What follows belongs to an exercise in optimizing a design on an open flow for small area, a short achievable clock period and few clock cycles per item; a production flow would make more cautious choices.
Only simulation tests tie the RTL to the original design; equivalence was not proved.
Power is estimated from default activity; no workload was simulated.

Setup of lane 1:
==> flow/design.v (excerpt) <==
module alu_top
(
    input  logic        clock,
    input  logic        reset_n,
    input  logic [4:0]  op,
    input  logic [1:0]  size,
    input  logic        div_signed,
    input  logic [31:0] operand1,
    input  logic [31:0] operand2,
    output logic [31:0] result,
    output logic [4:0]  ccr,
    output logic        div_trap,
    output logic        div_ready
);
    logic [31:0] a, b;
    logic        x_q, n_q, z_q, v_q, c_q;
    assign a   = operand1;
    assign b   = operand2;
    assign ccr = {x_q, n_q, z_q, v_q, c_q};
    logic op_or, op_and, op_eor, op_add, op_sub, op_cmp, op_addx, op_subx, op_move;
    logic op_asl, op_lsl, op_rol, op_roxl, op_asr, op_lsr, op_ror, op_roxr, op_div;
    assign op_or   = op == 5'd1;
    assign op_and  = op == 5'd2;
    assign op_eor  = op == 5'd3;
    assign op_add  = op == 5'd4;
    assign op_sub  = op == 5'd5;
    assign op_cmp  = op == 5'd6;
    assign op_addx = op == 5'd7;
    assign op_subx = op == 5'd8;
    assign op_move = op == 5'd9;
    assign op_asl  = op == 5'd10;
    assign op_lsl  = op == 5'd11;
    assign op_rol  = op == 5'd12;
    assign op_roxl = op == 5'd13;
    assign op_asr  = op == 5'd14;
    assign op_lsr  = op == 5'd15;
    assign op_ror  = op == 5'd16;
    assign op_roxr = op == 5'd17;
    assign op_div  = op == 5'd18;
    logic is_logic, is_arith, is_left, is_right, subtract, extended;
    assign is_logic = op_or | op_and | op_eor | op_move;
    assign is_arith = op_add | op_sub | op_cmp | op_addx | op_subx;
    assign is_left  = op_asl | op_lsl | op_rol | op_roxl;
    assign is_right = op_asr | op_lsr | op_ror | op_roxr;
    assign subtract = op_sub | op_cmp | op_subx;
    assign extended = op_addx | op_subx;
    function automatic logic msb_of(input logic [31:0] d, input logic [1:0] s);
        case (s)
  ...
For scale: ~96 flip-flops, roughly 14000 µm² of cells after synthesis.
export LEC_CHECK = 0
export ABC_AREA = 1
export CAP_MARGIN = 20
export CORE_MARGIN = 2
export CORE_UTILIZATION = 60
export SETUP_SLACK_MARGIN = 1.75
export SLEW_MARGIN = 20
create_clock -name core_clock -period 6.0 [get_ports {clock}]
standard.sh (not shown) runs the stock make flow with config.mk's settings and CLKGATE_MAP_FILE= SYNTH_SCRIPT=/design/flow/synth_recipe.tcl, a recipe that flattens the netlist after the stock synthesis.
==> flow/flow/run.sh <==
#!/bin/bash
# Standard layout, with the port buffers made from sky130_fd_sc_hd__buf_1
# cells instead of the delay cells buffer_ports picks by default
set -e
export BUFFER_PORTS_ARGS="-buffer_cell sky130_fd_sc_hd__buf_1"
bash standard.sh > standard.log 2>&1
Testbench counts of lane 1, summed over its fixed seeds: cycles 22,090, ops 19,200.
diff inputs: lane 1 => lane 2
Settings: CORE_UTILIZATION: 60 -> 40; SETUP_SLACK_MARGIN: 1.75 -> 2.0.
==> flow/run.sh (new file) <==
#!/bin/bash
# synth_recipe.tcl (not shown) runs the flow's synth.tcl, then flattens the netlist and writes it again
# the make line also repeats each setting of config.mk as NAME=value (left out here)
make -C /OpenROAD-flow-scripts/flow DESIGN_CONFIG=/design/flow/config.mk WORK_HOME=/design/flow/orfs CLKGATE_MAP_FILE= SYNTH_SCRIPT=/design/flow/synth_recipe.tcl finish
removed: flow/flow/run.sh
removed: flow/standard.sh
### Flow results
In lane 2 relative to lane 1, first-pass GRT wire length had gone up by a little under 10%.
Looking at non-clock buffer count, lane 2 sits above lane 1.
Between lane 1 and lane 2, area growth from synthesis to layout is higher for lane 2, lane 1 comes in under that.
In lane 2, the portion of the layout cell area used by clock cells came out 0.43 points below the value in lane 1.
Reported for lane 1 and lane 2, number of input and output port buffers inserted turned out identical to the last digit.
The met2 routed wirelength in lane 2 is 1.16 times that in lane 1.
Comparing lane 1 and lane 2, the lower share of total power in combinational logic is on lane 1.
Lane 1 vs lane 2, capturing instance or port of the critical path: z_q vs u_div.rem_q[13]
Lane 2 against lane 1: inverter count of the layout excluding clock inverters decreased by 0.33% relative to the old numbers, total number of H-tree levels flat, time the worst path needs with I/O delays and setup shrank by 110 ps.
Input-level comparison between lane 3 and lane 2:
Settings: ABC_AREA: 1 -> unset; SETUP_SLACK_MARGIN: 2.0 -> unset.
--- outcome ---
Going from lane 2 to lane 3, detailed-routed wire length on met2 shrinks by 6600 µm. NOTE: register fraction of the total cell area in lane 3 exceeds that of lane 2. Lane 3 vs. lane 2: met3 track utilization from global routing comparable, sum of routed wire length over all layers moved down, final total negative setup slack closely matched the old numbers. Lane 3 — stage delay of the slowest cell on the critical path 70 ps higher, lane 2 as reference.

static timing again, ports no longer ideal:
The results above use ideal ports. As a check the final layouts listed here were re-extracted and re-timed, cells and wires unchanged.
Step 1 assumes that a clkbuf_16 drives the clock port and a buf_2 every other input.
Step 2, shift: input delay + t, output delay - t, t = (earliest + latest rising clock arrival at the registers) / 2. This alone moves slack from input paths to output paths.
Slacks: ideal ports / drivers / drivers and shift; pairs: ideal ports / drivers.
run | t, ns | slack for setup (ns) | hold slack, ns | clock arrival spread, ns
lane 1 | 0.391 | 1.782 / 1.803 / 1.412 | 0.477 / 0.477 / 0.477 | 0.011 / 0.012
lane 2 | 0.396 | 1.890 / 1.890 / 1.552 | 0.471 / 0.471 / 0.471 | 0.014 / 0.014
lane 3 | 0.398 | 0.366 / 0.366 / -0.002 | 0.493 / 0.493 / 0.493 | 0.008 / 0.008
Met with ideal ports but missed after step 2: setup timing in lane 3. The setup slack of lane 1, which loses most, moves by +0.021 ns with the drivers and by -0.370 ns with both steps.
